What follows belongs to an exercise in optimizing a design on an open flow for a short achievable clock period and few clock cycles; a production flow would make more cautious choices. The RTL was checked by simulation tests, not by an equivalence proof against the original design. Power is estimated from default activity; no workload was simulated.

==> flow/design.v <==
`timescale 1ns/1ns
module reg_file (
    input  logic                      clk,
    input  logic                      rst,
    input  logic [5-1:0] rs1_addr,
    input  logic [5-1:0] rs2_addr,
    input  logic [5-1:0] rd_addr,
    input  logic [32-1:0]       rd_data,
    input  logic                      rd_write,
    output logic [32-1:0]       rs1_data,
    output logic [32-1:0]       rs2_data
);
    logic [32-1:0] regs [1:32-1];
    always_ff @(posedge clk or posedge rst) begin
        if (rst) begin
            for (int i = 1; i < 32; i++) regs[i] <= '0;
        end else if (rd_write && rd_addr != '0) begin
            regs[rd_addr] <= rd_data;
        end
    end
    assign rs1_data = (rs1_addr == '0) ? '0 : regs[rs1_addr];
    assign rs2_data = (rs2_addr == '0) ? '0 : regs[rs2_addr];
endmodule
`timescale 1ns/1ns
module ks_add32 (
    input  logic [31:0] a,
    input  logic [31:0] b,
    input  logic        cin,
    output logic [31:0] sum,
    output logic        cout
);
    logic [31:0] g [0:5];
    logic [31:0] p [0:5];
    logic [31:0] p0;
    assign p0 = a ^ b;
    always_comb begin
        g[0] = a & b;
        p[0] = p0;
        g[0][0] = (a[0] & b[0]) | (p0[0] & cin);
        for (int l = 0; l < 5; l++) begin
            for (int i = 0; i < 32; i++) begin
                if (i >= (1 << l)) begin
                    g[l+1][i] = g[l][i] | (p[l][i] & g[l][i - (1 << l)]);
                    p[l+1][i] = p[l][i] & p[l][i - (1 << l)];
                end else begin
                    g[l+1][i] = g[l][i];
                    p[l+1][i] = p[l][i];
                end
            end
        end
    end
    assign sum  = p0 ^ {g[5][30:0], cin};
    assign cout = g[5][31];
endmodule
`timescale 1ns/1ns
module riscv_pipe_top (
    input  logic                clk,
    input  logic                rst,
    output logic [32-1:0] imem_addr,
    input  logic [32-1:0] imem_data,
    output logic [32-1:0] dmem_addr,
    output logic                dmem_read,
    output logic                dmem_write,
    output logic [32-1:0] dmem_wdata,
    input  logic [32-1:0] dmem_rdata
);
    localparam int BTB_IDX = 5;            
    localparam int BTB_TAG = 4;
    localparam int BTB_TGT = 12;           
    localparam int BTB_N   = 1 << BTB_IDX;
    localparam logic [6:0] OPC_OP     = 7'b0110011;
    localparam logic [6:0] OPC_OP_IMM = 7'b0010011;
    localparam logic [6:0] OPC_LOAD   = 7'b0000011;
    localparam logic [6:0] OPC_STORE  = 7'b0100011;
    localparam logic [6:0] OPC_BRANCH = 7'b1100011;
    localparam logic [6:0] OPC_LUI    = 7'b0110111;
    logic [31:0]        pc;
    logic               if_id_valid;
    logic [31:0]        if_id_inst;
    logic [31:0]        if_id_pc;
    logic               if_id_pred;       
    logic [31:1]        if_id_ptgt;       
    logic               if_id_hit;        
    logic [1:0]         if_id_cnt;
    logic               id_ex_we;
    logic [4:0]         id_ex_rd;
    logic               id_ex_load;
    logic               id_ex_store;
    logic               id_ex_branch;
    logic [31:0]        id_ex_a;
    logic [31:0]        id_ex_b;
    logic [31:0]        id_ex_s;
    logic               id_ex_fa_alu, id_ex_fa_ld;    
    logic               id_ex_fb_alu, id_ex_fb_ld;    
    logic               id_ex_fs_alu, id_ex_fs_ld;    
    logic               id_ex_sub;
    logic               id_ex_op_add, id_ex_op_sll, id_ex_op_sr, id_ex_op_slt, id_ex_op_sltu;
    logic               id_ex_op_xor, id_ex_op_or, id_ex_op_and;
    logic               id_ex_sra;
    logic               id_ex_br_eq, id_ex_br_lt, id_ex_br_ltu, id_ex_br_inv;
    logic               id_ex_pred;
    logic               id_ex_pgood;
    logic [31:0]        id_ex_pc4;
    logic [31:0]        id_ex_tgt;
    logic [31:0]        id_ex_pc;
    logic               id_ex_hit;
    logic [1:0]         id_ex_cnt;
    logic               ex_mem_load;
    logic               ex_mem_store;
    logic               ex_mem_we;
    logic               ex_mem_branch;
    logic [4:0]         ex_mem_rd;
    logic [31:0]        ex_mem_res;
    logic [31:0]        ex_mem_addr;
    logic [31:0]        ex_mem_sdata;
    logic               ex_mem_cond;
    logic               ex_mem_pred;
    logic               ex_mem_pgood;
    logic [31:0]        ex_mem_pc4;
    logic [31:0]        ex_mem_tgt;
    logic [31:0]        ex_mem_pc;
    logic               ex_mem_hit;
    logic [1:0]         ex_mem_cnt;
    logic               mem_wb_we;
    logic [4:0]         mem_wb_rd;
    logic [31:0]        mem_wb_val;
    logic [1:0]         btb_cnt [0:BTB_N-1];
    logic [BTB_TAG-1:0] btb_tag [0:BTB_N-1];
    logic [BTB_TGT:1]   btb_tgt [0:BTB_N-1];
    logic [BTB_IDX-1:0] f_idx;
    logic               f_hit;
    logic [1:0]         f_cnt;
    logic               f_pred;
    logic [31:1]        f_tgt;
    assign imem_addr = pc;
    assign f_idx     = pc[BTB_IDX+1:2];
    assign f_hit     = (btb_cnt[f_idx] != 2'b00) && (btb_tag[f_idx] == pc[BTB_IDX+BTB_TAG+1:BTB_IDX+2]);
    assign f_cnt     = btb_cnt[f_idx];
    assign f_pred    = f_hit && f_cnt[1];
    assign f_tgt     = {pc[31:BTB_TGT+1], btb_tgt[f_idx]};
    logic [6:0]  d_opc;
    logic [2:0]  d_f3;
    logic [4:0]  d_rs1, d_rs2, d_rd;
    logic        d_is_op, d_is_opi, d_is_load, d_is_store, d_is_br, d_is_lui;
    logic        d_use1, d_use2, d_we;
    logic [31:0] d_imm_i, d_imm_s, d_imm_b, d_imm_u;
    logic [31:0] d_tgt, d_pc4;
    logic [31:0] rf_rs1, rf_rs2;
    logic [31:0] d_mem_val;
    logic [31:0] d_v1, d_v2;
    logic        d_ex1, d_ex2;
    logic        d_tgt_ok;
    logic        d_pred;
    logic        id_redirect;
    logic [31:0] id_redirect_pc;
    logic        mem_miss;
    logic [31:0] mem_next;
    logic        mem_resume_id, mem_resume_if;
    logic        kill_ex, kill_id;
    logic        mem_redirect;
    logic [31:0] mem_redirect_pc;
    assign d_opc    = if_id_inst[6:0];
    assign d_f3     = if_id_inst[14:12];
    assign d_rd     = if_id_inst[11:7];
    assign d_rs1    = if_id_inst[19:15];
    assign d_rs2    = if_id_inst[24:20];
    assign d_is_op    = if_id_valid && d_opc == OPC_OP;
    assign d_is_opi   = if_id_valid && d_opc == OPC_OP_IMM;
    assign d_is_load  = if_id_valid && d_opc == OPC_LOAD;
    assign d_is_store = if_id_valid && d_opc == OPC_STORE;
    assign d_is_br    = if_id_valid && d_opc == OPC_BRANCH;
    assign d_is_lui   = if_id_valid && d_opc == OPC_LUI;
    assign d_use1 = (d_is_op || d_is_opi || d_is_load || d_is_store || d_is_br) && d_rs1 != 5'd0;
    assign d_use2 = (d_is_op || d_is_store || d_is_br) && d_rs2 != 5'd0;
    assign d_we   = (d_is_op || d_is_opi || d_is_load || d_is_lui) && d_rd != 5'd0;
    assign d_imm_i = {{20{if_id_inst[31]}}, if_id_inst[31:20]};
    assign d_imm_s = {{20{if_id_inst[31]}}, if_id_inst[31:25], if_id_inst[11:7]};
    assign d_imm_b = {{20{if_id_inst[31]}}, if_id_inst[7], if_id_inst[30:25], if_id_inst[11:8], 1'b0};
    assign d_imm_u = {if_id_inst[31:12], 12'b0};
    assign d_tgt   = if_id_pc + d_imm_b;
    assign d_pc4   = if_id_pc + 32'd4;
    reg_file i_reg_file (
        .clk      (clk),
        .rst      (rst),
        .rs1_addr (d_rs1),
        .rs2_addr (d_rs2),
        .rd_addr  (mem_wb_rd),
        .rd_data  (mem_wb_val),
        .rd_write (mem_wb_we),
        .rs1_data (rf_rs1),
        .rs2_data (rf_rs2)
    );
    assign d_ex1     = id_ex_we && id_ex_rd == d_rs1;
    assign d_ex2     = id_ex_we && id_ex_rd == d_rs2;
    assign d_mem_val = ex_mem_load ? dmem_rdata : ex_mem_res;
    always_comb begin
        if (ex_mem_we && ex_mem_rd == d_rs1)      d_v1 = d_mem_val;
        else if (mem_wb_we && mem_wb_rd == d_rs1) d_v1 = mem_wb_val;
        else                                      d_v1 = rf_rs1;
        if (ex_mem_we && ex_mem_rd == d_rs2)      d_v2 = d_mem_val;
        else if (mem_wb_we && mem_wb_rd == d_rs2) d_v2 = mem_wb_val;
        else                                      d_v2 = rf_rs2;
    end
    always_comb begin
        id_redirect    = 1'b0;
        id_redirect_pc = d_tgt;
        d_pred         = if_id_pred;
        d_tgt_ok       = (if_id_ptgt == d_tgt[31:1]);
        if (if_id_valid && !d_is_br && if_id_pred) begin
            id_redirect    = 1'b1;                
            id_redirect_pc = d_pc4;
            d_pred         = 1'b0;
        end else if (d_is_br && !if_id_hit && if_id_inst[31]) begin
            id_redirect    = 1'b1;                
            d_pred         = 1'b1;
            d_tgt_ok       = 1'b1;
        end
    end
    logic [31:0] x_a, x_b, x_s;
    logic [32:0] x_sum;
    logic        x_eq, x_lt, x_ltu;
    logic [31:0] x_sll, x_sr;
    logic [31:0] x_res;
    logic        x_cond;
    always_comb begin
        x_a = id_ex_fa_ld ? dmem_rdata : id_ex_fa_alu ? ex_mem_res : id_ex_a;
        x_b = id_ex_fb_ld ? dmem_rdata : id_ex_fb_alu ? ex_mem_res : id_ex_b;
        x_s = id_ex_fs_ld ? dmem_rdata : id_ex_fs_alu ? ex_mem_res : id_ex_s;
    end
    ks_add32 i_add (
        .a    (x_a),
        .b    (x_b ^ {32{id_ex_sub}}),
        .cin  (id_ex_sub),
        .sum  (x_sum[31:0]),
        .cout (x_sum[32])
    );
    assign x_eq  = (x_a == x_b);
    assign x_ltu = !x_sum[32];
    assign x_lt  = (x_a[31] ^ x_b[31]) ? x_a[31] : x_sum[31];
    assign x_sll = x_a << x_b[4:0];
    assign x_sr  = $signed({id_ex_sra & x_a[31], x_a}) >>> x_b[4:0];
    assign x_res = ({32{id_ex_op_add}}  & x_sum[31:0])
                 | ({32{id_ex_op_sll}}  & x_sll)
                 | ({32{id_ex_op_sr}}   & x_sr)
                 | ({32{id_ex_op_slt}}  & {31'b0, x_lt})
                 | ({32{id_ex_op_sltu}} & {31'b0, x_ltu})
                 | ({32{id_ex_op_xor}}  & (x_a ^ x_b))
                 | ({32{id_ex_op_or}}   & (x_a | x_b))
                 | ({32{id_ex_op_and}}  & (x_a & x_b));
    assign x_cond = (id_ex_br_eq ? x_eq : id_ex_br_lt ? x_lt : id_ex_br_ltu ? x_ltu : 1'b0) ^ id_ex_br_inv;
    assign mem_miss        = ex_mem_branch && (ex_mem_cond ? !ex_mem_pgood : ex_mem_pred);
    assign mem_next        = ex_mem_cond ? ex_mem_tgt : ex_mem_pc4;
    assign mem_resume_id   = if_id_valid && (if_id_pc == mem_next);
    assign mem_resume_if   = (pc == mem_next);
    assign kill_ex         = mem_miss;
    assign kill_id         = mem_miss && !mem_resume_id;
    assign mem_redirect    = mem_miss && !mem_resume_id && !mem_resume_if;
    assign mem_redirect_pc = mem_next;
    always_ff @(posedge clk or posedge rst) begin
        if (rst) begin
            pc          <= 32'h0000_0000;
            if_id_valid <= 1'b0;
        end else if (mem_redirect) begin
            pc          <= mem_redirect_pc;
            if_id_valid <= 1'b0;
        end else if (id_redirect && !kill_id) begin
            pc          <= id_redirect_pc;
            if_id_valid <= 1'b0;
        end else begin
            pc          <= f_pred ? {f_tgt, 1'b0} : pc + 32'd4;
            if_id_valid <= 1'b1;
        end
    end
    always_ff @(posedge clk) begin
        if_id_inst <= imem_data;
        if_id_pc   <= pc;
        if_id_pred <= f_pred;
        if_id_ptgt <= f_tgt;
        if_id_hit  <= f_hit;
        if_id_cnt  <= f_cnt;
    end
    always_ff @(posedge clk or posedge rst) begin
        if (rst) begin
            id_ex_we     <= 1'b0;
            id_ex_load   <= 1'b0;
            id_ex_store  <= 1'b0;
            id_ex_branch <= 1'b0;
        end else if (kill_id) begin
            id_ex_we     <= 1'b0;
            id_ex_load   <= 1'b0;
            id_ex_store  <= 1'b0;
            id_ex_branch <= 1'b0;
        end else begin
            id_ex_we     <= d_we;
            id_ex_load   <= d_is_load;
            id_ex_store  <= d_is_store;
            id_ex_branch <= d_is_br;
        end
    end
    always_ff @(posedge clk) begin
        id_ex_rd      <= d_rd;
        id_ex_a       <= d_is_lui ? 32'b0 : d_v1;
        id_ex_b       <= (d_is_op || d_is_br) ? d_v2 :
                         d_is_lui             ? d_imm_u :
                         d_is_store           ? d_imm_s : d_imm_i;
        id_ex_s       <= d_v2;
        id_ex_fa_alu  <= d_use1 && d_ex1 && !id_ex_load && !kill_ex;
        id_ex_fa_ld   <= d_use1 && d_ex1 &&  id_ex_load && !kill_ex;
        id_ex_fb_alu  <= (d_is_op || d_is_br) && d_use2 && d_ex2 && !id_ex_load && !kill_ex;
        id_ex_fb_ld   <= (d_is_op || d_is_br) && d_use2 && d_ex2 &&  id_ex_load && !kill_ex;
        id_ex_fs_alu  <= d_is_store && d_use2 && d_ex2 && !id_ex_load && !kill_ex;
        id_ex_fs_ld   <= d_is_store && d_use2 && d_ex2 &&  id_ex_load && !kill_ex;
        id_ex_sub     <= d_is_br || ((d_is_op || d_is_opi) && (d_f3 == 3'b010 || d_f3 == 3'b011)) ||
                         (d_is_op && d_f3 == 3'b000 && if_id_inst[30]);
        id_ex_op_add  <= d_is_load || d_is_store || d_is_lui || ((d_is_op || d_is_opi) && d_f3 == 3'b000);
        id_ex_op_sll  <= (d_is_op || d_is_opi) && d_f3 == 3'b001;
        id_ex_op_slt  <= (d_is_op || d_is_opi) && d_f3 == 3'b010;
        id_ex_op_sltu <= (d_is_op || d_is_opi) && d_f3 == 3'b011;
        id_ex_op_xor  <= (d_is_op || d_is_opi) && d_f3 == 3'b100;
        id_ex_op_sr   <= (d_is_op || d_is_opi) && d_f3 == 3'b101;
        id_ex_op_or   <= (d_is_op || d_is_opi) && d_f3 == 3'b110;
        id_ex_op_and  <= (d_is_op || d_is_opi) && d_f3 == 3'b111;
        id_ex_sra     <= if_id_inst[30];
        id_ex_br_eq   <= d_f3[2:1] == 2'b00;
        id_ex_br_lt   <= d_f3[2:1] == 2'b10;
        id_ex_br_ltu  <= d_f3[2:1] == 2'b11;
        id_ex_br_inv  <= d_f3[0] && d_f3[2:1] != 2'b01;
        id_ex_pred    <= d_pred;
        id_ex_pgood   <= d_pred && d_tgt_ok;
        id_ex_pc4     <= d_pc4;
        id_ex_tgt     <= d_tgt;
        id_ex_pc      <= if_id_pc;
        id_ex_hit     <= if_id_hit;
        id_ex_cnt     <= if_id_cnt;
    end
    always_ff @(posedge clk or posedge rst) begin
        if (rst) begin
            ex_mem_load   <= 1'b0;
            ex_mem_store  <= 1'b0;
            ex_mem_we     <= 1'b0;
            ex_mem_branch <= 1'b0;
        end else if (kill_ex) begin
            ex_mem_load   <= 1'b0;
            ex_mem_store  <= 1'b0;
            ex_mem_we     <= 1'b0;
            ex_mem_branch <= 1'b0;
        end else begin
            ex_mem_load   <= id_ex_load;
            ex_mem_store  <= id_ex_store;
            ex_mem_we     <= id_ex_we;
            ex_mem_branch <= id_ex_branch;
        end
    end
    always_ff @(posedge clk) begin
        ex_mem_rd    <= id_ex_rd;
        ex_mem_res   <= x_res;
        ex_mem_addr  <= x_sum[31:0];
        ex_mem_sdata <= x_s;
        ex_mem_cond  <= x_cond;
        ex_mem_pred  <= id_ex_pred;
        ex_mem_pgood <= id_ex_pgood;
        ex_mem_pc4   <= id_ex_pc4;
        ex_mem_tgt   <= id_ex_tgt;
        ex_mem_pc    <= id_ex_pc;
        ex_mem_hit   <= id_ex_hit;
        ex_mem_cnt   <= id_ex_cnt;
    end
    assign dmem_addr  = ex_mem_addr;
    assign dmem_read  = ex_mem_load;
    assign dmem_write = ex_mem_store;
    assign dmem_wdata = ex_mem_sdata;
    logic [BTB_IDX-1:0] u_idx;
    logic [1:0]         u_cnt;
    assign u_idx = ex_mem_pc[BTB_IDX+1:2];
    always_comb begin
        if (!ex_mem_hit)                              u_cnt = 2'b10;
        else if (ex_mem_cond && ex_mem_cnt != 2'b11)  u_cnt = ex_mem_cnt + 2'b01;
        else if (!ex_mem_cond && ex_mem_cnt != 2'b01) u_cnt = ex_mem_cnt - 2'b01;
        else                                          u_cnt = ex_mem_cnt;
    end
    always_ff @(posedge clk or posedge rst) begin
        if (rst) begin
            for (int i = 0; i < BTB_N; i++) btb_cnt[i] <= 2'b00;
        end else if (ex_mem_branch && (ex_mem_hit || ex_mem_cond)) begin
            btb_cnt[u_idx] <= u_cnt;
        end
    end
    always_ff @(posedge clk) begin
        if (ex_mem_branch && ex_mem_cond) begin
            btb_tag[u_idx] <= ex_mem_pc[BTB_IDX+BTB_TAG+1:BTB_IDX+2];
            btb_tgt[u_idx] <= ex_mem_tgt[BTB_TGT:1];
        end
    end
    always_ff @(posedge clk or posedge rst) begin
        if (rst) mem_wb_we <= 1'b0;
        else     mem_wb_we <= ex_mem_we;
    end
    always_ff @(posedge clk) begin
        mem_wb_rd  <= ex_mem_rd;
        mem_wb_val <= d_mem_val;
    end
endmodule
==> flow/flow/run.sh <==
#!/bin/bash
# The standard layout (standard.sh, unchanged synthesis), with repair_timing
# told to keep setup slack well above zero so the achieved period shrinks.
# The make run's full output (every ORFS step's tool output) goes to standard_flow.log;
# each step's own log is also under orfs/logs/.
set -uo pipefail
bash standard.sh SETUP_SLACK_MARGIN=7.5 finish > standard_flow.log 2>&1
==> flow/standard.sh <==
#!/bin/bash
# synth_recipe.tcl (not shown) runs the flow's synth.tcl, then flattens the netlist and writes it again
# the make line also repeats each setting of config.mk as NAME=value (left out here)
make -C /OpenROAD-flow-scripts/flow DESIGN_CONFIG=/design/flow/config.mk WORK_HOME=/design/flow/orfs CLKGATE_MAP_FILE= SYNTH_SCRIPT=/design/flow/synth_recipe.tcl "${@:-finish}"
==> flow/config.mk <==
export PLATFORM = sky130hd
export DESIGN_NAME = riscv_pipe_top
export DESIGN_NICKNAME = riscv_pipe_top
export VERILOG_FILES = /design/flow/design.v
export SDC_FILE = /design/flow/constraint.sdc
export NUM_CORES = 4
export LEC_CHECK = 0
export ABC_CLOCK_PERIOD_IN_PS = 3000
export CAP_MARGIN = 20
export CELL_PAD_IN_SITES_DETAIL_PLACEMENT = 2
export CELL_PAD_IN_SITES_GLOBAL_PLACEMENT = 2
export CORE_MARGIN = 2
export CORE_UTILIZATION = 30
export SLEW_MARGIN = 20
export TNS_END_PERCENT = 100
==> flow/constraint.sdc <==
create_clock -name core_clock -period 11.0 [get_ports {clk}]
set_input_delay 2.2000 -clock core_clock [delete_from_list [all_inputs] [get_ports {clk}]]
set_output_delay 2.2000 -clock core_clock [all_outputs]
set_load 0.01 [all_outputs]
==> flow_summary.toml, run 1 <==
[status]
outcome = "no timing/DRC/antenna violations"

[power]
switching_share = 0.331
combinationalPowerShare = 0.271
ir_drop_mv = 0.160
p_total_mw = 24.5
power.density_nw_per_um2 = 197
clkPwrFrac = 0.348
cell_internal_pwr_mw = 16.4
power_switching_mw = 8.12
leakagePower_nw = 50.8
sequentialPowerShare = 0.380

[setup_path]
critical-path-top-delay-family = "compound AO/OA/AOI/OAI gates"
cp-end-kind = "flop"
path_cells = "buf_8 -> nand2_4 -> o21a_4 -> buf_12 -> xnor2_4 -> inv_2 -> fa_2 -> nor2b_4 -> o31a_1 -> o21ai_2 -> a311oi_4 -> nand2_2 -> a31oi_4 -> buf_6 -> o311a_1 -> o21a_1 -> buf_4 -> buf_6 -> nor2_4 -> xnor2_1"
cpMaxStageDelayCell = "fa_2"
path_class = "in -> reg"
crit_top_cell = "buf_6"
crit_required_ns = 11.82
crit_buf_inv = 6
path_max_fanout = 3
arrival_ns = 5.34
crit_path_start_kind = "input port"
crit_path_max_incr_delay_ns = 0.43

[synthesis]
yosys-top-cells-count = "dfrtp_1, mux2_2, clkbuf_1, edfxtp_1, dfxtp_1"
synthTopCellsByArea = "dfrtp_1, edfxtp_1, mux2_2"
synth-edff-count = 512
synthCells = 8261
synth.largest_area_cell = "dfrtp_1"
synth_nets = 8463
syn_area_um2 = 99800
synth.distinct_cells = 115
async_flop_share = 0.522
syn_avg_cell_area_um2 = 12.1
ys_seq_elements = 2104
yosysMostFrequentCell = "dfrtp_1"
synth_warnings = 7
yosysSeqAreaShare = 0.528
synth.top_cell.area_share = 0.275
ys.flop_type = "dfrtp_1"

[cts]
cts_made_buffers = 243
clk_pin_slew_ns = 0.06
cts-root-buf = "clkbuf_16"
cts_sinks = 2104
clk_path_buf_depth = 4
h-tree-depth = 4
clk_latency_ns = 0.99
cts_tree = "yes"

[place]
gp_congestion = 0.911
dp_hpwl_mm = 321
io_buffers = 163

[floorplanning]
fp.dieW_um = 581
core_area_um2 = 331000
ios = 164
num_rows = 211
dieArea_um2 = 337000
die_h_um = 581
start_util = 0.302

[sta]
tightestPinTransition_ns = 1.28
hold_viol_final = 0
slew_viol_final = 0
whs_ns = 0.277
period_share = 0.411
timing.fmax_ghz = 0.221
finalSetupViolations = 0
clock_skew_ns = 0.117
relSlewSlack = 0.145
finalCriticalPeriod_ns = 4.52
rsz0062_at_grt = "true"

[final_layout]
drive_gt1_frac = 0.361
final_nets = 8824
syn_to_final_growth_pct = 24.5

[global_routing]
grt_pass1_vias = 85900
gr-total-overflow = 0
antenna_found_initial = 29
grt_usage = 0.307
grt_max_degree = 125
grt_pass1_wl_mm = 731

[detailed_routing]
avgRoutedWirePerCell_um = 40.5
vias = 81900
first_pass_iters = 6
ant_nets = 0
drt_iter0_drc = 8868
via_per_inst = 6.20
drt_wl_total_mm = 535
drc = 0

[hold_path]
hold_class = "reg -> reg"

[run]
maxCapViolations = 0
-- final timing paths --
kind | from | to | slack, ns | cells after the start
worst max-delay path | dmem_rdata[1] | ex_mem_addr[18] | 6.48 | 20
min in group asynchronous | rst | id_ex_we | 1.83 | 3
worst min-delay path | id_ex_pc4[23] | ex_mem_pc4[23] | 0.28 | 0
max in group asynchronous | rst | i_reg_file.regs[10][0] | 7.58 | 5
worst min register to register | id_ex_pc4[23] | ex_mem_pc4[23] | 0.28 | 0
worst max register to register | id_ex_fb_ld | ex_mem_cond | 6.53 | 15
-- cell usage in the layout (no fill, tap or decap), types with 90 or more instances in the layout --
cell,count
a21oi_1,213
a221oi_1,229
a22o_1,231
a22oi_1,405
buf_4,448
buf_6,159
clkbuf_16,258
dfrtp_1,1067
dfxtp_1,383
dfxtp_2,90
edfxtp_1,512
inv_1,114
mux2_2,1054
mux2i_1,265
mux4_2,140
nand2_1,369
nand3_1,128
nand4_1,178
nor2_1,300
o21ai_0,178
xnor2_1,171
-- cell type report --
| class | instances | area (um2) |
|---|---|---|
| Inverter | 139 | 561 |
| Timing Repair Buffer | 819 | 8920 |
| Clock buffer | 364 | 7230 |
| Clock inverter | 93 | 1030 |
| Sequential cell | 2104 | 53000 |
| Fill cell | 33500 | 206000 |
| Timing Repair inverter | 1 | 7.51 |
| Tap cell | 4366 | 5460 |
| Multi-Input combinational cell | 5314 | 48100 |
| Antenna cell | 12 | 30.0 |
-- routing by layer --
| metal | up-vias | GRT usage | wire length (um) |
|---|---|---|---|
| met1 | 43800 | 0.394 | 214000 |
| met3 | 1529 | 0.0605 | 42600 |
| met5 | - | 0 | 81 |
| met4 | 14 | 0.177 | 37700 |
| li1 | 32300 | - | - |
| met2 | 4227 | 0.481 | 240000 |
-- worst reg2reg max path, cell delays in order, from the launching register on --
cell and delay, ns:
dfxtp_2 0.61, clkbuf_8 0.58, nor2_1 0.32, a21oi_4 0.21, xnor2_2 0.12, ha_4 0.34
a21o_1 0.24, a21o_1 0.19, a21o_1 0.24, a2111oi_4 0.38, nor2_2 0.12, a21o_1 0.18
a311o_1 0.41, a21oi_2 0.20, o31ai_2 0.09, xnor2_1 0.14
-- kinds of logic after synthesis --
logic type | Yosys count | synth area share
flip-flops | 2104 | 0.528
AO/OA/AOI/OAI | 1916 | 0.142
multiplexers | 1529 | 0.184
AND/OR/NAND/NOR | 1473 | 0.0708
buffers and inverters | 844 | 0.0342
XOR/XNOR | 259 | 0.0232
adder cells (fa/ha/maj) | 136 | 0.0172
-- power groups by stage --
stage	sequential, mW	clock, mW	combinational [mW]
3_5_place_dp	9.51	0	5.00
4_1_cts	9.30	8.63	6.23
6_report	9.32	8.54	6.65
3_3_place_gp	9.48	0	4.88
2_1_floorplan	9.26	0	3.07
5_1_grt	9.37	8.95	6.94
-- sequential cells by signal, indices dropped and copies added (netlist names), 14 cells and up --
signal / count
btb_cnt: 64
ex_mem_res: 32
ex_mem_addr: 32
i_reg_file.regs: 992
id_ex_pc4: 30
ex_mem_sdata: 32
pc: 32
mem_wb_val: 32
ex_mem_pc4: 30
id_ex_tgt: 31
id_ex_b: 32
if_id_inst: 32
ex_mem_tgt: 31
btb_tgt: 384
id_ex_a: 32
if_id_pc: 14
id_ex_s: 32
btb_tag: 128
if_id_ptgt: 30
-- metrics by stage --
step / instance area (um2) / worst slack [ns] / std cells / TNS, ns / util
finish: 124000 / 6.48 / 13200 / 0 / 0.376
global route: 124000 / 6.36 / 13200 / 0 / 0.376
CTS: 122000 / 6.57 / 13100 / 0 / 0.369
detailed placement: 107000 / 4.14 / 12400 / 0 / 0.324
global placement: 107000 / 4.17 / 12400 / 0 / 0.324
floorplan: 100000 / -6.35 / 8261 / -6971.21 / -
-- what timing repair did --
item,in CTS,in global routing
setup endpoints to repair,1236,807
pin swaps,153,140
hold buffers,0,0
setup buffers,230,89
endpoints found under the hold margin,0,0
gates cloned,32,8
resized for setup,1454,258
Testbench counts, summed over its fixed seeds: cycles 103,700.
==> run 2, diff against run 1 <==
--- a/flow/design.v
+++ b/flow/design.v
@@ -227,16 +227,19 @@
         x_b = id_ex_fb_ld ? dmem_rdata : id_ex_fb_alu ? ex_mem_res : id_ex_b;
         x_s = id_ex_fs_ld ? dmem_rdata : id_ex_fs_alu ? ex_mem_res : id_ex_s;
     end
+    logic [31:0] x_s0;
+    logic        x_c0;
     ks_add32 i_add (
-        .a    (x_a),
-        .b    (x_b ^ {32{id_ex_sub}}),
-        .cin  (id_ex_sub),
-        .sum  (x_sum[31:0]),
-        .cout (x_sum[32])
+        .a    (x_a ^ {32{id_ex_sub}}),
+        .b    (x_b),
+        .cin  (1'b0),
+        .sum  (x_s0),
+        .cout (x_c0)
     );
+    assign x_sum = {x_c0, x_s0 ^ {32{id_ex_sub}}};
     assign x_eq  = (x_a == x_b);
-    assign x_ltu = !x_sum[32];
-    assign x_lt  = (x_a[31] ^ x_b[31]) ? x_a[31] : x_sum[31];
+    assign x_ltu = x_c0;
+    assign x_lt  = (x_a[31] ^ x_b[31]) ? x_a[31] : !x_s0[31];
     assign x_sll = x_a << x_b[4:0];
     assign x_sr  = $signed({id_ex_sra & x_a[31], x_a}) >>> x_b[4:0];
     assign x_res = ({32{id_ex_op_add}}  & x_sum[31:0])
==> run 2 against run 1 <==
Net effect: maximum frequency increased by 0.71%; first-iteration DRC count increased by 5.1%; routed wire length decreased by 0.70%; clock power increased by 1%; highest routed layer unchanged.
==> flow_summary.toml, run 2 <==
[setup_path]
path_depth = 15
path_class = "in -> reg"
cpMaxStageDelayCell = "ha_1"
crit_top_cell = "o21bai_1"
reg2reg_slack_ns = 6.70
crit_path_max_incr_delay_ns = 0.42
rr_endpoint = "ex_mem_res[0]"
crit_required_ns = 11.80
reg2reg_depth = 16
crit_path_start_kind = "input port"
reg2reg_from = "id_ex_sub"
path_max_fanout = 5
crit_buf_inv = 2
cp-end-kind = "flop"
path_cells = "clkdlybuf4s15_1 -> nand2_1 -> o21a_1 -> xnor2_1 -> ha_1 -> inv_1 -> o21bai_1 -> a21oi_1 -> o21bai_1 -> a2111o_1 -> nor3_2 -> a21oi_2 -> nand4_1 -> o311ai_2 -> xor2_1"
critical-path-top-delay-family = "compound AO/OA/AOI/OAI gates"
arrival_ns = 5.30

[cts]
clk_path_buf_depth = 4
h-tree-depth = 4
cts_tree = "yes"
clk_pin_slew_ns = 0.06
cts_made_buffers = 242
cts_sinks = 2104
clk_latency_ns = 0.95
hold_buffers = 0
cts-root-buf = "clkbuf_16"

[hold_path]
min_to = "ex_mem_tgt[1]"
hp-start = "id_ex_tgt[1]"
hold_class = "reg -> reg"
holdPathStages = 0

[floorplanning]
ios = 164
num_rows = 211
core_area_um2 = 330000
fp.dieW_um = 580
start_util = 0.301
die_h_um = 580
dieArea_um2 = 336000

[sta]
rsz0062_at_grt = "true"
clock_skew_ns = 0.106
hold_viol_final = 0
tns_ns = 0
worst_slack_ns = 6.51
slew_viol_final = 0
finalCriticalPeriod_ns = 4.49
timing.fmax_ghz = 0.223
tightestPinTransition_ns = 1.33
relSlewSlack = 0.112
period_share = 0.408
whs_ns = 0.260
finalSetupViolations = 0

[place]
gp_congestion = 0.912
pre_cts_slack_ns = 4.24
io_buffers = 163
dp_hpwl_mm = 313

[global_routing]
grt_usage = 0.304
grt_use_met1 = 0.395
grt-busiest-layer = "met2"
grt_max_degree = 145
gr-total-overflow = 0
grtUsageMet3 = 0.0596
grt_pass1_vias = 85500
grt_pass1_wl_mm = 723
antenna_found_initial = 28
use_met2 = 0.469

[synthesis]
synth_warnings = 7
synth_fa_ha_area_frac = 0.0175
yosysMostFrequentCell = "dfrtp_1"
syn_avg_cell_area_um2 = 12.0
yosys-top-cells-count = "dfrtp_1, mux2_2, a22oi_1, clkbuf_1, edfxtp_1"
yosys.area_share.simple = 0.0707
syn_area_um2 = 99600
synthCells = 8317
async_flop_share = 0.522
ys.flop_type = "dfrtp_1"
synth_compound_area_frac = 0.137
synth_mux_area_frac = 0.183
synth-edff-count = 512
synth.distinct_cells = 92
ys_seq_elements = 2104
yosysSeqAreaShare = 0.530
yosys.area_share.xor_xnor = 0.0269
synth_top_family_by_area = "multiplexers"
synthTopCellsByArea = "dfrtp_1, edfxtp_1, mux2_2"
synth_nets = 8521
synth.top_cell.area_share = 0.276
synth.largest_area_cell = "dfrtp_1"

[final_layout]
syn_to_final_growth_pct = 24.3
drive_gt1_frac = 0.355
multi_input_area_um2 = 47600
final_common_cell = "dfrtp_1"
final_nets = 8858
largest_reg_flops = 992
top_register = "i_reg_file.regs"
layout_common_cells = "dfrtp_1, mux2_2, a22oi_1"
reg_top3 = "i_reg_file.regs (992), btb_tgt (384), btb_tag (128)"
n_fill_cell = 33400
register_area_um2 = 53000

[status]
outcome = "no timing/DRC/antenna violations"

[run]
maxCapViolations = 0

[detailed_routing]
drt_iter0_drc = 9321
first_pass_iters = 7
ant_nets = 0
avgRoutedWirePerCell_um = 40.1
drc = 0
via_per_inst = 6.20
vias = 82100
drt_wl_total_mm = 531

[power]
ir_drop_mv = 0.166
power.density_nw_per_um2 = 197
leakagePower_nw = 51.1
[run 2: stage by stage]
step / utilization / instance area [um2] / power, mW / instances
after floorplan: - / 99800 / 12.2 / 8317
after global placement: 0.324 / 107000 / 14.1 / 12400
after detailed placement: 0.324 / 107000 / 14.2 / 12400
after CTS: 0.367 / 121000 / 24.0 / 13100
after global routing: 0.375 / 124000 / 25.1 / 13200
final: 0.375 / 124000 / 24.4 / 13200
[run 2: worst reg2reg max path, cell delays in order (launching register included)]
cell and delay [ns]:
dfxtp_4 0.75, buf_6 0.56, xnor2_4 0.20, ha_4 0.34
buf_4 0.13, nand3_2 0.08, o211ai_1 0.11, buf_4 0.18
nand3_2 0.15, o211ai_1 0.23, buf_4 0.16, and2_4 0.16
o21a_4 0.15, a41oi_4 0.14, xnor2_2 0.33, a211oi_2 0.14
a311o_1 0.30
[run 2: layout make-up]
class	count	area share
Clock buffer	353	0.0581
Tap cell	4366	0.0441
Antenna cell	6	0.000121
Sequential cell	2104	0.428
Timing Repair Buffer	788	0.0693
Clock inverter	105	0.00982
Inverter	178	0.00580
Multi-Input combinational cell	5340	0.384
[run 2: how the worst max path moves through the flow]
stage	from	slack [ns]	to
after global routing	dmem_rdata[24]	6.47	ex_mem_res[31]
after CTS	dmem_rdata[13]	6.67	ex_mem_res[0]
after global placement	dmem_rdata[0]	4.23	ex_mem_res[0]
final	dmem_rdata[24]	6.51	ex_mem_cond
after floorplan	rst	-6.35	btb_cnt[0][0]
after detailed placement	dmem_rdata[0]	4.24	ex_mem_res[0]
[run 2: repair_timing]
item,4_1_cts,5_1_grt
endpoints found under the setup margin,818,661
pin swaps,140,138
gates resized for setup,1361,372
gates cloned,28,9
buffers inserted,239,83
[run 2: where the power goes]
part           switching, mW  leakage [nW]  internal, mW
clock network           3.60          4.16          5.05
logic                   3.81          22.9          2.61
registers              0.572          24.0          8.75
[run 2: metal layers]
layer / routed length, um / vias up
met5: 80 / -
li1: - / 32100
met2: 236000 / 4491
met1: 212000 / 43900
met3: 45000 / 1492
met4: 38200 / 10
[run 2: cells by family (layout without fill, tap and decap cells)]
group                      count (synthesis)  in the layout
xor gates and xnor gates                 301            301
muxes                                   1517           1517
AOI/OAI and AO/OA                       1886           1886
buffers and inverters                    875           1424
and+or+nand+nor                         1496           1498
adders and majority gates                138            138
other                                      0              6
DFF                                     2104           2104
Testbench counts of run 2, summed over its fixed seeds: cycles 103,700.
==> run 3, diff against run 2 <==
--- a/flow/design.v
+++ b/flow/design.v
@@ -99,6 +99,8 @@
     logic               id_ex_sra;
     logic               id_ex_br_eq, id_ex_br_lt, id_ex_br_ltu, id_ex_br_inv;
     logic               id_ex_pred;
+    logic               id_ex_zok;        
+    logic               id_ex_zero;       
     logic               id_ex_pgood;
     logic [31:0]        id_ex_pc4;
     logic [31:0]        id_ex_tgt;
@@ -201,6 +203,17 @@
         else if (mem_wb_we && mem_wb_rd == d_rs2) d_v2 = mem_wb_val;
         else                                      d_v2 = rf_rs2;
     end
+    logic [31:0] d_za, d_zb;
+    logic        d_zok, d_zero;
+    logic        d_br_z, d_cond_z;
+    assign d_za   = d_is_lui ? 32'b0 : d_v1;
+    assign d_zb   = d_is_lui ? d_imm_u : d_is_opi ? d_imm_i : d_v2;
+    assign d_zok  = (d_is_lui || (d_is_opi && d_f3 == 3'b000) || (d_is_op && d_f3 == 3'b000 && !if_id_inst[30])) &&
+                    !(d_use1 && d_ex1 && !kill_ex) && !(d_is_op && d_use2 && d_ex2 && !kill_ex);
+    assign d_zero = ~|((d_za ^ d_zb) ^ {d_za[30:0] | d_zb[30:0], 1'b0});
+    assign d_br_z   = d_is_br && d_f3[2:1] == 2'b00 && id_ex_we && id_ex_zok && !kill_ex &&
+                      ((d_rs2 == 5'd0 && d_rs1 == id_ex_rd) || (d_rs1 == 5'd0 && d_rs2 == id_ex_rd));
+    assign d_cond_z = id_ex_zero ^ d_f3[0];
     always_comb begin
         id_redirect    = 1'b0;
         id_redirect_pc = d_tgt;
@@ -210,7 +223,12 @@
             id_redirect    = 1'b1;                
             id_redirect_pc = d_pc4;
             d_pred         = 1'b0;
-        end else if (d_is_br && !if_id_hit && if_id_inst[31]) begin
+        end else if (d_br_z && d_cond_z != if_id_pred) begin
+            id_redirect    = 1'b1;                
+            id_redirect_pc = d_cond_z ? d_tgt : d_pc4;
+            d_pred         = d_cond_z;
+            d_tgt_ok       = 1'b1;
+        end else if (d_is_br && !d_br_z && !if_id_hit && if_id_inst[31]) begin
             id_redirect    = 1'b1;                
             d_pred         = 1'b1;
             d_tgt_ok       = 1'b1;
@@ -329,6 +347,8 @@
         id_ex_br_ltu  <= d_f3[2:1] == 2'b11;
         id_ex_br_inv  <= d_f3[0] && d_f3[2:1] != 2'b01;
         id_ex_pred    <= d_pred;
+        id_ex_zok     <= d_zok;
+        id_ex_zero    <= d_zero;
         id_ex_pgood   <= d_pred && d_tgt_ok;
         id_ex_pc4     <= d_pc4;
         id_ex_tgt     <= d_tgt;
==> run 3 against run 2 <==
Net effect: sequential cell count rose by 2; sequential share of layout area fell by 1.1 points; clock power fell by 2%; utilization rose by 0.22 points; critical endpoint unchanged; largest power group unchanged; highest routed layer unchanged.
==> flow_summary.toml, run 3 <==
[cts]
cts_made_buffers = 242
cts-root-buf = "clkbuf_16"
h-tree-depth = 4
cts_tree = "yes"
clk_path_buf_depth = 4
cts_sinks = 2106
clk_latency_ns = 0.95
clk_pin_slew_ns = 0.06

[global_routing]
grt_pass1_wl_mm = 744
grt_usage = 0.309
grt_max_degree = 144
antenna_found_initial = 35
grt_pass1_vias = 88500
gr-total-overflow = 0

[setup_path]
arrival_ns = 5.32
crit_path_max_incr_delay_ns = 0.66
reg2reg_slack_ns = 6.51
crit_top_cell = "buf_4"
cp-end-kind = "flop"
cpMaxStageDelayCell = "nor4_1"
path_max_fanout = 4
crit_required_ns = 11.82
path_class = "in -> reg"
crit_path_start_kind = "input port"
rr_endpoint = "ex_mem_res[16]"
reg2reg_depth = 17
reg2reg_from = "ex_mem_res[0]"
path_cells = "buf_8 -> nand2_2 -> o21a_1 -> buf_4 -> buf_4 -> inv_1 -> ha_1 -> nor4_1 -> nand4_1 -> nor3_1 -> a211oi_2 -> xnor2_1"

[sta]
relSlewSlack = 0.118
finalSetupViolations = 0
hold_viol_final = 0
tightestPinTransition_ns = 1.32
period_share = 0.409
timing.fmax_ghz = 0.222
slew_viol_final = 0
rsz0062_at_grt = "true"
finalCriticalPeriod_ns = 4.50
clock_skew_ns = 0.118
whs_ns = 0.289

[detailed_routing]
first_pass_iters = 8
avgRoutedWirePerCell_um = 39.4
met3_length_mm = 44.6
vias = 84700
drt_wl_total_mm = 546
ant_nets = 0
drt_iter0_drc = 9616
wl_met2_mm = 243
wl_met1_mm = 221
routed.top_layer = "met5"
drc = 0
via_per_inst = 6.11

[final_layout]
layout_common_cells = "mux2_2, dfrtp_1, a22oi_1"
utilization = 0.377
final_nets = 9361
reg_top3 = "i_reg_file.regs (992), btb_tgt (384), btb_tag (128)"
n_fill_cell = 34300
syn_to_final_growth_pct = 24.9
top_register = "i_reg_file.regs"
largest_reg_flops = 992
drive_gt1_frac = 0.347
final_common_cell = "mux2_2"

[synthesis]
yosysMostFrequentCell = "dfrtp_1"
synthCells = 8750
synth_warnings = 7
synth.largest_area_cell = "dfrtp_1"
synthTopCellsByArea = "dfrtp_1, edfxtp_1, mux2_2"
yosys-top-cells-count = "dfrtp_1, mux2_2, a22oi_1, nand2_1, clkbuf_1"
synth.distinct_cells = 98
yosysSeqAreaShare = 0.519
synth_nets = 8985
ys.flop_type = "dfrtp_1"
synth-edff-count = 512
syn_avg_cell_area_um2 = 11.6
ys_seq_elements = 2106
synth.top_cell.area_share = 0.270
syn_area_um2 = 102000
async_flop_share = 0.521

[place]
io_buffers = 163
dp_hpwl_mm = 320
gp_congestion = 0.897

[power]
power.density_nw_per_um2 = 190
ir_drop_mv = 0.205
leakagePower_nw = 52.8

[floorplanning]
ios = 164
start_util = 0.302
die_h_um = 586
fp.dieW_um = 586
num_rows = 213
core_area_um2 = 337000
dieArea_um2 = 344000

[hold_path]
holdPathStages = 0
min_to = "ex_mem_tgt[16]"
hp-start = "id_ex_tgt[16]"
hold_class = "reg -> reg"

[status]
outcome = "no timing/DRC/antenna violations"

[run]
maxCapViolations = 0
## run 3: cell count changes after synthesis, moves of 30 or more
cell,delta
a221oi_1,-120
a222oi_1,-35
a22o_1,-121
a22oi_1,+227
ha_1,+31
mux2i_1,-33
nand2_1,+256
nor2_1,-62
nor4_1,+31
o21ai_0,+68
xnor2_1,+30
## run 3: cell type report
class                           instances  area (um2)  area share
Tap cell                             4515        5650      0.0445
Clock inverter                         97        1060     0.00831
Antenna cell                           18        45.0    0.000355
Timing Repair inverter                  2        25.0    0.000197
Multi-Input combinational cell       5728       49600       0.390
Clock buffer                          350        7130      0.0561
Timing Repair Buffer                  853        9710      0.0765
Inverter                              193         798     0.00628
Sequential cell                      2106       53000       0.417
## run 3: critical path, delay by kind of cell
kind	cells	cell delay, ns
simple gates	4	1.67
buf+inv	4	0.64
fa+ha+maj	1	0.33
compound gates	2	0.27
xor+xnor	1	0.20
## run 3: worst max-delay path by stage
stage	from	end	slack [ns]	cells past startpoint
6_report	dmem_rdata[11]	ex_mem_cond	6.50	12
2_1_floorplan	rst	btb_cnt[0][0]	-6.35	1
3_3_place_gp	dmem_rdata[1]	ex_mem_res[30]	4.41	15
4_1_cts	if_id_inst[18]	id_ex_zero	6.72	17
5_1_grt	if_id_inst[21]	id_ex_zero	6.43	18
3_5_place_dp	dmem_rdata[1]	ex_mem_res[30]	4.47	15
## run 3: routing by layer
metal	vias to the layer above	global-route usage
met3	1564	0.0627
li1	33500	-
met1	45100	0.402
met4	12	0.176
met2	4530	0.477
met5	-	0
## run 3: report_power, final
group | switching (mW) | leakage (nW) | internal [mW]
combinational | 3.78 | 24.7 | 2.55
sequential | 0.551 | 24.0 | 8.76
clock | 3.57 | 4.03 | 4.90
## run 3: metrics by stage
step / TNS (ns) / worst slack [ns] / instance area (um2) / total power [mW] / std cells
floorplan: -6971.21 / -6.35 / 102000 / 12.2 / 8750
global placement: 0 / 4.41 / 109000 / 14.2 / 13000
detailed placement: 0 / 4.47 / 109000 / 14.3 / 13000
CTS: 0 / 6.72 / 125000 / 23.8 / 13800
global route: 0 / 6.43 / 127000 / 24.9 / 13800
finish: 0 / 6.50 / 127000 / 24.1 / 13900
## run 3: cell families after synthesis
kind of cell             Yosys count  synth area share
flip-flops                      2106             0.519
AO/OA/AOI/OAI                   1977             0.135
AND/OR/NAND/NOR                 1737            0.0793
multiplexers                    1508             0.180
buffers and inverters            919            0.0365
XOR/XNOR                         334            0.0289
adder cells (fa/ha/maj)          169            0.0209
## run 3: what timing repair did
action,CTS,global route
gates cloned,35,8
gates resized for setup,1601,267
hold buffers,0,0
setup endpoints to repair,1014,697
pin swaps,228,124
buffers inserted,278,84
Testbench counts of run 3, summed over its fixed seeds: cycles 102,292.
==> run 4, diff against run 3 <==
--- a/flow/design.v
+++ b/flow/design.v
@@ -134,12 +134,24 @@
     logic [1:0]         f_cnt;
     logic               f_pred;
     logic [31:1]        f_tgt;
+    logic               f_bpred;
+    logic [31:1]        f_btgt;
     assign imem_addr = pc;
     assign f_idx     = pc[BTB_IDX+1:2];
     assign f_hit     = (btb_cnt[f_idx] != 2'b00) && (btb_tag[f_idx] == pc[BTB_IDX+BTB_TAG+1:BTB_IDX+2]);
     assign f_cnt     = btb_cnt[f_idx];
-    assign f_pred    = f_hit && f_cnt[1];
-    assign f_tgt     = {pc[31:BTB_TGT+1], btb_tgt[f_idx]};
+    assign f_bpred   = f_hit && f_cnt[1];
+    assign f_btgt    = {pc[31:BTB_TGT+1], btb_tgt[f_idx]};
+    logic [13:0]  f_lo;
+    logic [31:13] f_hi_dec;
+    logic         f_sbr;
+    logic [31:1]  f_stgt;
+    assign f_sbr    = imem_data[6:0] == OPC_BRANCH && imem_data[31];
+    assign f_lo     = {1'b0, pc[12:0]} + {1'b0, imem_data[31], imem_data[7], imem_data[30:25], imem_data[11:8], 1'b0};
+    assign f_hi_dec = pc[31:13] - 19'd1;
+    assign f_stgt   = {f_lo[13] ? pc[31:13] : f_hi_dec, f_lo[12:1]};
+    assign f_pred   = f_bpred || (!f_hit && f_sbr);
+    assign f_tgt    = f_hit ? f_btgt : f_stgt;
     logic [6:0]  d_opc;
     logic [2:0]  d_f3;
     logic [4:0]  d_rs1, d_rs2, d_rd;
@@ -203,13 +215,25 @@
         else if (mem_wb_we && mem_wb_rd == d_rs2) d_v2 = mem_wb_val;
         else                                      d_v2 = rf_rs2;
     end
-    logic [31:0] d_za, d_zb;
+    logic [31:0] d_za, d_zb, d_n1, d_n2;
     logic        d_zok, d_zero;
     logic        d_br_z, d_cond_z;
-    assign d_za   = d_is_lui ? 32'b0 : d_v1;
-    assign d_zb   = d_is_lui ? d_imm_u : d_is_opi ? d_imm_i : d_v2;
+    logic        d_ld1, d_ld2;
+    assign d_ld1  = ex_mem_we && ex_mem_rd == d_rs1 && ex_mem_load;
+    assign d_ld2  = ex_mem_we && ex_mem_rd == d_rs2 && ex_mem_load;
+    always_comb begin
+        if (ex_mem_we && ex_mem_rd == d_rs1)      d_n1 = ex_mem_res;
+        else if (mem_wb_we && mem_wb_rd == d_rs1) d_n1 = mem_wb_val;
+        else                                      d_n1 = rf_rs1;
+        if (ex_mem_we && ex_mem_rd == d_rs2)      d_n2 = ex_mem_res;
+        else if (mem_wb_we && mem_wb_rd == d_rs2) d_n2 = mem_wb_val;
+        else                                      d_n2 = rf_rs2;
+    end
+    assign d_za   = d_is_lui ? 32'b0 : d_n1;
+    assign d_zb   = d_is_lui ? d_imm_u : d_is_opi ? d_imm_i : d_n2;
     assign d_zok  = (d_is_lui || (d_is_opi && d_f3 == 3'b000) || (d_is_op && d_f3 == 3'b000 && !if_id_inst[30])) &&
-                    !(d_use1 && d_ex1 && !kill_ex) && !(d_is_op && d_use2 && d_ex2 && !kill_ex);
+                    !(d_use1 && d_ex1 && !kill_ex) && !(d_is_op && d_use2 && d_ex2 && !kill_ex) &&
+                    !(d_use1 && d_ld1) && !(d_is_op && d_use2 && d_ld2);
     assign d_zero = ~|((d_za ^ d_zb) ^ {d_za[30:0] | d_zb[30:0], 1'b0});
     assign d_br_z   = d_is_br && d_f3[2:1] == 2'b00 && id_ex_we && id_ex_zok && !kill_ex &&
                       ((d_rs2 == 5'd0 && d_rs1 == id_ex_rd) || (d_rs1 == 5'd0 && d_rs2 == id_ex_rd));
@@ -228,7 +252,7 @@
             id_redirect_pc = d_cond_z ? d_tgt : d_pc4;
             d_pred         = d_cond_z;
             d_tgt_ok       = 1'b1;
-        end else if (d_is_br && !d_br_z && !if_id_hit && if_id_inst[31]) begin
+        end else if (d_is_br && !d_br_z && !if_id_hit && !if_id_pred && if_id_inst[31]) begin
             id_redirect    = 1'b1;                
             d_pred         = 1'b1;
             d_tgt_ok       = 1'b1;
==> run 4 against run 3 <==
Net effect: critical endpoint unchanged; largest power group unchanged; highest routed layer unchanged; count of clock-buffer cells in the layout fell by 25; clock power increased by 3.2%; critical path depth rose by 4; global-route usage grew 0.42 points; non-clock buffer count up 50; register-to-register slack got worse by 0.08 ns; sequential cell count increased by 19; combinational power grew 21%; via count is 3.1% higher.
==> flow_summary.toml, run 4 <==
[cts]
cts-root-buf = "clkbuf_16"
cts_sinks = 2125
h-tree-depth = 4
clk_pin_slew_ns = 0.06
cts_tree = "yes"
cts_made_buffers = 244
clk_path_buf_depth = 4
clk_latency_ns = 0.97

[global_routing]
gr-total-overflow = 0
grt_pass1_wl_mm = 770
grt_pass1_vias = 91800
grt_max_degree = 136
antenna_found_initial = 26
grt_usage = 0.313

[floorplanning]
core_area_um2 = 343000
start_util = 0.301
die_h_um = 591
num_rows = 215
fp.dieW_um = 591
dieArea_um2 = 350000
ios = 164

[place]
io_buffers = 163
dp_hpwl_mm = 339
pre_cts_slack_ns = 4.29
gp_congestion = 0.914

[setup_path]
rr_endpoint = "id_ex_zero"
arrival_ns = 5.39
path_class = "in -> reg"
cpMaxStageDelayCell = "a211oi_4"
crit_start = "dmem_rdata[19]"
path_depth = 16
reg2reg_depth = 19
crit_path_max_incr_delay_ns = 0.41
path_cells = "buf_12 -> nand2_4 -> o21a_1 -> xnor2_1 -> ha_1 -> nand3_2 -> nor2_4 -> and3_4 -> nand4_1 -> a211oi_4 -> a31oi_4 -> and2_4 -> a311oi_4 -> buf_4 -> o311ai_4 -> xor2_1"
critical-path-top-delay-family = "compound AO/OA/AOI/OAI gates"
path_max_fanout = 4
reg2reg_from = "if_id_inst[22]"
reg2reg_slack_ns = 6.43
cp-end-kind = "flop"
crit_path_start_kind = "input port"
endpoint = "ex_mem_cond"
crit_buf_inv = 2
crit_required_ns = 11.81

[synthesis]
synth.top_cell.area_share = 0.266
synth_warnings = 7
syn_avg_cell_area_um2 = 11.6
ys.flop_type = "dfrtp_1"
yosysSeqAreaShare = 0.514
yosys-top-cells-count = "dfrtp_1, mux2_2, a22oi_1, clkbuf_1, nand2_1"
async_flop_share = 0.517
synth-edff-count = 512
yosysMostFrequentCell = "dfrtp_1"
synth_nets = 9133
synth.distinct_cells = 102
synth.largest_area_cell = "dfrtp_1"
synthTopCellsByArea = "dfrtp_1, edfxtp_1, mux2_2"
syn_area_um2 = 103000
ys_seq_elements = 2125
synthCells = 8883

[final_layout]
utilization = 0.378
drive_gt1_frac = 0.348
multi_input_area_um2 = 51800
final_nets = 9560
register_area_um2 = 53400
layout_common_cells = "dfrtp_1, mux2_2, a22oi_1"
reg_top3 = "i_reg_file.regs (992), btb_tgt (384), btb_tag (128)"
top_register = "i_reg_file.regs"
syn_to_final_growth_pct = 25.3
largest_reg_flops = 992
final_common_cell = "dfrtp_1"
n_fill_cell = 35000

[power]
power.density_nw_per_um2 = 200
switching_share = 0.341
power_switching_mw = 8.85
p_total_mw = 26.0
ir_drop_mv = 0.153
sequentialPowerShare = 0.370
combinationalPowerShare = 0.294
cell_internal_pwr_mw = 17.1
leakagePower_nw = 53.7
clkPwrFrac = 0.336

[detailed_routing]
vias = 87300
ant_nets = 0
drt_wl_total_mm = 561
drt_iter0_drc = 9746
avgRoutedWirePerCell_um = 39.8
drc = 0
first_pass_iters = 7
via_per_inst = 6.20

[sta]
hold_viol_final = 0
worst_slack_ns = 6.42
period_share = 0.416
tns_ns = 0
timing.fmax_ghz = 0.218
finalCriticalPeriod_ns = 4.58
slew_viol_final = 0
tightestPinTransition_ns = 1.29
whs_ns = 0.320
rsz0062_at_grt = "true"
clock_skew_ns = 0.0539
relSlewSlack = 0.137
finalSetupViolations = 0

[hold_path]
hold_class = "reg -> reg"

[status]
outcome = "no timing/DRC/antenna violations"

[run]
maxCapViolations = 0
## run 4: cell count changes in the layout (fill, tap and decap cells not counted), sizes merged, moves of 29 or more
cell    previous run  this run
nor3             120       152
a21oi            305       364
a22oi            825       643
buf              780       832
nand2            683       530
a22o              10       114
mux2i            285       349
o31ai             10        49
a221oi            18       118
mux2            1074      1045
nand4            124       155
o21ai            307       269
a31oi             17        54
## run 4: layer usage
layer / GRT usage / share of wire
met4: 0.176 / 0.067
met5: 0.00189 / 0.00014
met1: 0.407 / 0.41
met3: 0.0638 / 0.081
met2: 0.484 / 0.45
## run 4: repair_timing
item / CTS / global route
pin swaps: 216 / 180
setup buffers: 300 / 112
cloned: 29 / 2
setup endpoints to repair: 770 / 497
resized for setup: 1617 / 323
hold buffers: 0 / 0
## run 4: cell families after synthesis
family	share of synthesized area
adders and majority gates	0.0225
and+or+nand+nor	0.0782
muxes	0.177
AOI/OAI and AO/OA	0.145
xor gates and xnor gates	0.0300
buffers and inverters	0.0334
DFF	0.514
## run 4: final cells by class
cell class	instances	share of cell area
Antenna cell	18	0.000347
Clock buffer	325	0.0535
Clock inverter	124	0.0113
Inverter	167	0.00524
Multi-Input combinational cell	5868	0.400
Sequential cell	2125	0.412
Tap cell	4557	0.0440
Timing Repair Buffer	903	0.0741
Timing Repair inverter	1	0.0000676
## run 4: through the flow
step / cell area, um2 / std cells
3_5_place_dp: 111000 / 13200
4_1_cts: 127000 / 14000
5_1_grt: 130000 / 14100
6_report: 130000 / 14100
3_3_place_gp: 111000 / 13200
2_1_floorplan: 104000 / 8883
## run 4: power by group through the flow
stage / registers (mW) / clock network (mW) / logic, mW
6_report: 9.60 / 8.74 / 7.63
5_1_grt: 9.65 / 9.15 / 7.97
4_1_cts: 9.58 / 8.84 / 7.07
3_5_place_dp: 9.85 / 0 / 5.43
3_3_place_gp: 9.81 / 0 / 5.28
2_1_floorplan: 9.46 / 0 / 3.35
## run 4: worst min-delay path by stage
stage	start	end	cells past startpoint
3_3_place_gp	id_ex_tgt[16]	ex_mem_tgt[16]	0
3_5_place_dp	id_ex_pc[5]	ex_mem_pc[5]	0
6_report	id_ex_tgt[29]	ex_mem_tgt[29]	0
5_1_grt	id_ex_tgt[18]	ex_mem_tgt[18]	0
2_1_floorplan	id_ex_cnt[0]	ex_mem_cnt[0]	0
4_1_cts	id_ex_tgt[18]	ex_mem_tgt[18]	0
Testbench counts of run 4, summed over its fixed seeds: cycles 101,589.
==> run 5, diff against run 4 <==
--- a/flow/flow/run.sh
+++ b/flow/flow/run.sh
@@ -4,4 +4,4 @@
 # The make run's full output (every ORFS step's tool output) goes to standard_flow.log;
 # each step's own log is also under orfs/logs/.
 set -uo pipefail
-bash standard.sh SETUP_SLACK_MARGIN=7.5 finish > standard_flow.log 2>&1
+bash standard.sh SETUP_SLACK_MARGIN=8.0 finish > standard_flow.log 2>&1
==> run 5 against run 4 <==
Net effect: clock power rose by 0.6%; synthesized cell count did not move; cell count increased by 2.3%; sequential share of layout area is 2.0 points lower; sequential cell count unchanged; critical endpoint is now id_ex_zero; die area did not move; critical path type is now reg -> reg; global-route usage is 0.78 points higher; highest routed layer unchanged; critical path depth up 2; utilization is 1.9 points higher; non-clock buffer count up 323; power is 1.5% higher; count of clock-buffer cells in the layout unchanged.
==> flow_summary.toml, run 5 <==
[final_layout]
reg_top3 = "i_reg_file.regs (992), btb_tgt (384), btb_tag (128)"
utilization = 0.397
final_common_cell = "dfrtp_1"
largest_reg_flops = 992
layout_common_cells = "dfrtp_1, mux2_2, buf_4"
finalInstanceArea_um2 = 136000
final_nets = 9886
top_register = "i_reg_file.regs"
fin_cells = 14400
syn_to_final_growth_pct = 31.7
drive_gt1_frac = 0.391
n_fill_cell = 34500

[setup_path]
crit_path_start_kind = "flop"
crit_start = "if_id_inst[22]"
path_max_fanout = 6
crit_required_ns = 11.84
arrival_ns = 5.56
reg2reg_from = "if_id_inst[22]"
path_class = "reg -> reg"
cp-end-kind = "flop"

[global_routing]
grt_pass1_wl_mm = 787
grt_usage = 0.321
grt_pass1_vias = 93000
antenna_found_initial = 35
gr-total-overflow = 0
grt_max_degree = 126

[sta]
relSlewSlack = 0.0758
tns_ns = 0
finalCriticalPeriod_ns = 4.72
timing.fmax_ghz = 0.212
slew_viol_final = 0
whs_ns = 0.319
tightestPinTransition_ns = 1.39
rsz0062_at_grt = "true"
finalSetupViolations = 0
period_share = 0.429
hold_viol_final = 0
worst_slack_ns = 6.28
clock_skew_ns = 0.0646

[power]
leakagePower_nw = 56.6
p_total_mw = 26.4
ir_drop_mv = 0.146
cell_internal_pwr_mw = 17.3
clkPwrFrac = 0.333
power.density_nw_per_um2 = 193
switching_share = 0.345
sequentialPowerShare = 0.365
combinationalPowerShare = 0.302
power_switching_mw = 9.09

[cts]
cts-root-buf = "clkbuf_16"
clk_latency_ns = 0.95
clk_path_buf_depth = 4
hold_buffers = 0
cts_tree = "yes"
cts_made_buffers = 244
cts_sinks = 2125
clk_pin_slew_ns = 0.06
h-tree-depth = 4

[synthesis]
ys.flop_type = "dfrtp_1"
ys_seq_elements = 2125
synth_warnings = 7
syn_avg_cell_area_um2 = 11.6
synth.largest_area_cell = "dfrtp_1"
synthTopCellsByArea = "dfrtp_1, edfxtp_1, mux2_2"
yosysMostFrequentCell = "dfrtp_1"
synth.top_cell.area_share = 0.266
synthCells = 8883
syn_area_um2 = 103000
yosys-top-cells-count = "dfrtp_1, mux2_2, a22oi_1, clkbuf_1, nand2_1"
synth-edff-count = 512
synth.distinct_cells = 102
synth_nets = 9133
async_flop_share = 0.517
yosysSeqAreaShare = 0.514

[run]
maxCapViolations = 0

[detailed_routing]
via_per_inst = 6.30
ant_nets = 0
first_pass_iters = 6
drt_wl_total_mm = 599
avgRoutedWirePerCell_um = 41.6
drt_iter0_drc = 11200
drc = 0
vias = 90700

[floorplanning]
ios = 164
die_h_um = 591
fp.dieW_um = 591
core_area_um2 = 343000
start_util = 0.301
num_rows = 215
dieArea_um2 = 350000

[place]
io_buffers = 163
dp_hpwl_mm = 339
placed_cells = 13200
place_area_um2 = 111000
gp_congestion = 0.914
pre_cts_slack_ns = 4.29

[hold_path]
hp-start = "id_ex_tgt[29]"
hold_class = "reg -> reg"

[status]
outcome = "no timing/DRC/antenna violations"
-- run 5: cell count changes in the layout (fill, tap and decap cells not counted), sizes merged --
cell / delta
buf: +297
clkbuf: +22
bufbuf: +5
and3: +3
diode: -3
dlygate4sd2: -1
-- run 5: final cells by class --
class / instances / area (um2) / share of cell area
repair buffers: 1226 / 14500 / 0.107
inverters: 167 / 679 / 0.00499
repair inverters: 1 / 8.76 / 0.0000643
flip-flops and latches: 2125 / 53400 / 0.392
clock buffers: 325 / 6930 / 0.0509
multi-input cells: 5871 / 53500 / 0.393
diodes: 15 / 37.5 / 0.000275
clock inverters: 124 / 1460 / 0.0107
well taps: 4557 / 5700 / 0.0418
-- run 5: final timing paths --
check | end | slack, ns | depth (start not counted)
setup reg to reg | id_ex_zero | 6.28 | 18
hold / removal | ex_mem_tgt[29] | 0.32 | 0
hold reg to reg | ex_mem_tgt[29] | 0.32 | 0
setup / recovery | id_ex_zero | 6.28 | 18
max in group asynchronous | i_reg_file.regs[13][11] | 8.11 | 5
min in group asynchronous | i_reg_file.regs[9][26] | 1.81 | 3
-- run 5: logic make-up (layout without fill, tap and decap cells) --
logic type / after synthesis / after routing / synth area share
flops: 2125 / 2125 / 0.514
compound gates: 2108 / 2108 / 0.145
simple gates: 1698 / 1703 / 0.0782
mux: 1530 / 1530 / 0.177
buf+inv: 892 / 1843 / 0.0334
xor+xnor: 346 / 346 / 0.0300
fa+ha+maj: 184 / 184 / 0.0225
other cells: 0 / 15 / 0
-- run 5: power by group through the flow --
stage                     clock network, mW  logic, mW  registers [mW]
after floorplan                           0       3.35            9.46
after global placement                    0       5.28            9.81
after detailed placement                  0       5.43            9.85
after CTS                              8.84       7.19            9.58
after global routing                   9.17       8.26            9.68
final                                  8.79       7.95            9.63
-- run 5: critical path, cell delays in order, from the launching register on --
cell	delay, ns
dfxtp_4	0.36
buf_12	0.15
or3b_4	0.32
nor2_4	0.07
buf_12	0.15
buf_16	0.16
a222oi_1	0.35
and3_1	0.24
nand4_1	0.17
nor4_4	0.83
nor2_2	0.07
a211oi_2	0.30
o31ai_2	0.09
nand2_1	0.13
ha_4	0.24
xnor2_2	0.13
nor4_2	0.21
nand4_1	0.26
nor3_2	0.28
-- run 5: timing repair --
action	in CTS	in global routing
endpoints found under the setup margin	1497	928
buffers inserted	393	302
pin swaps	271	329
cloned	44	31
gates resized for setup	1883	639
-- run 5: routing by layer --
metal | vias to the layer above | global-route usage | part of all wire
met4 | 10 | 0.196 | 0.076
met3 | 1751 | 0.0715 | 0.098
met2 | 5477 | 0.490 | 0.43
met1 | 48300 | 0.413 | 0.39
li1 | 35200 | - | -
met5 | - | 0.000947 | 0.00027

afterwards: timing with drivers on the ports:
The results above use ideal ports. As a check the final layouts listed here were re-extracted and re-timed, cells and wires unchanged. Step 1 (the two cells are an assumption about what drives the block):
set clk [get_ports {clk}]
set_driving_cell -lib_cell sky130_fd_sc_hd__clkbuf_16 $clk
set_driving_cell -lib_cell sky130_fd_sc_hd__buf_2 [delete_from_list [all_inputs] $clk]
Step 2, shift: input delay + t, output delay - t, t = (earliest + latest rising clock arrival at the registers) / 2. This alone moves slack from input paths to output paths. a / b / c = no drivers / after step 1 / after step 2; a / b = the first two.
run	t, ns	slack for setup (ns)	worst setup path after step 2	clock arrival spread, ns	slew at the worst register clock pin (ns)
run 1	1.020	6.476 / 6.487 / 5.467	input to register	0.128 / 0.128	0.07 / 0.07
run 2	1.002	6.508 / 6.548 / 5.546	input to register	0.111 / 0.111	0.08 / 0.08
run 3	1.008	6.501 / 6.509 / 5.540	input to register	0.127 / 0.127	0.07 / 0.07
run 4	1.040	6.421 / 6.433 / 5.421	input to register	0.092 / 0.092	0.07 / 0.07
run 5	1.046	6.278 / 6.278 / 5.441	input to register	0.086 / 0.087	0.07 / 0.07
After both steps every run listed still meets setup and hold. For run 1, which loses most, drivers alone change the setup slack by +0.011 ns; drivers and shift together by -1.009 ns.
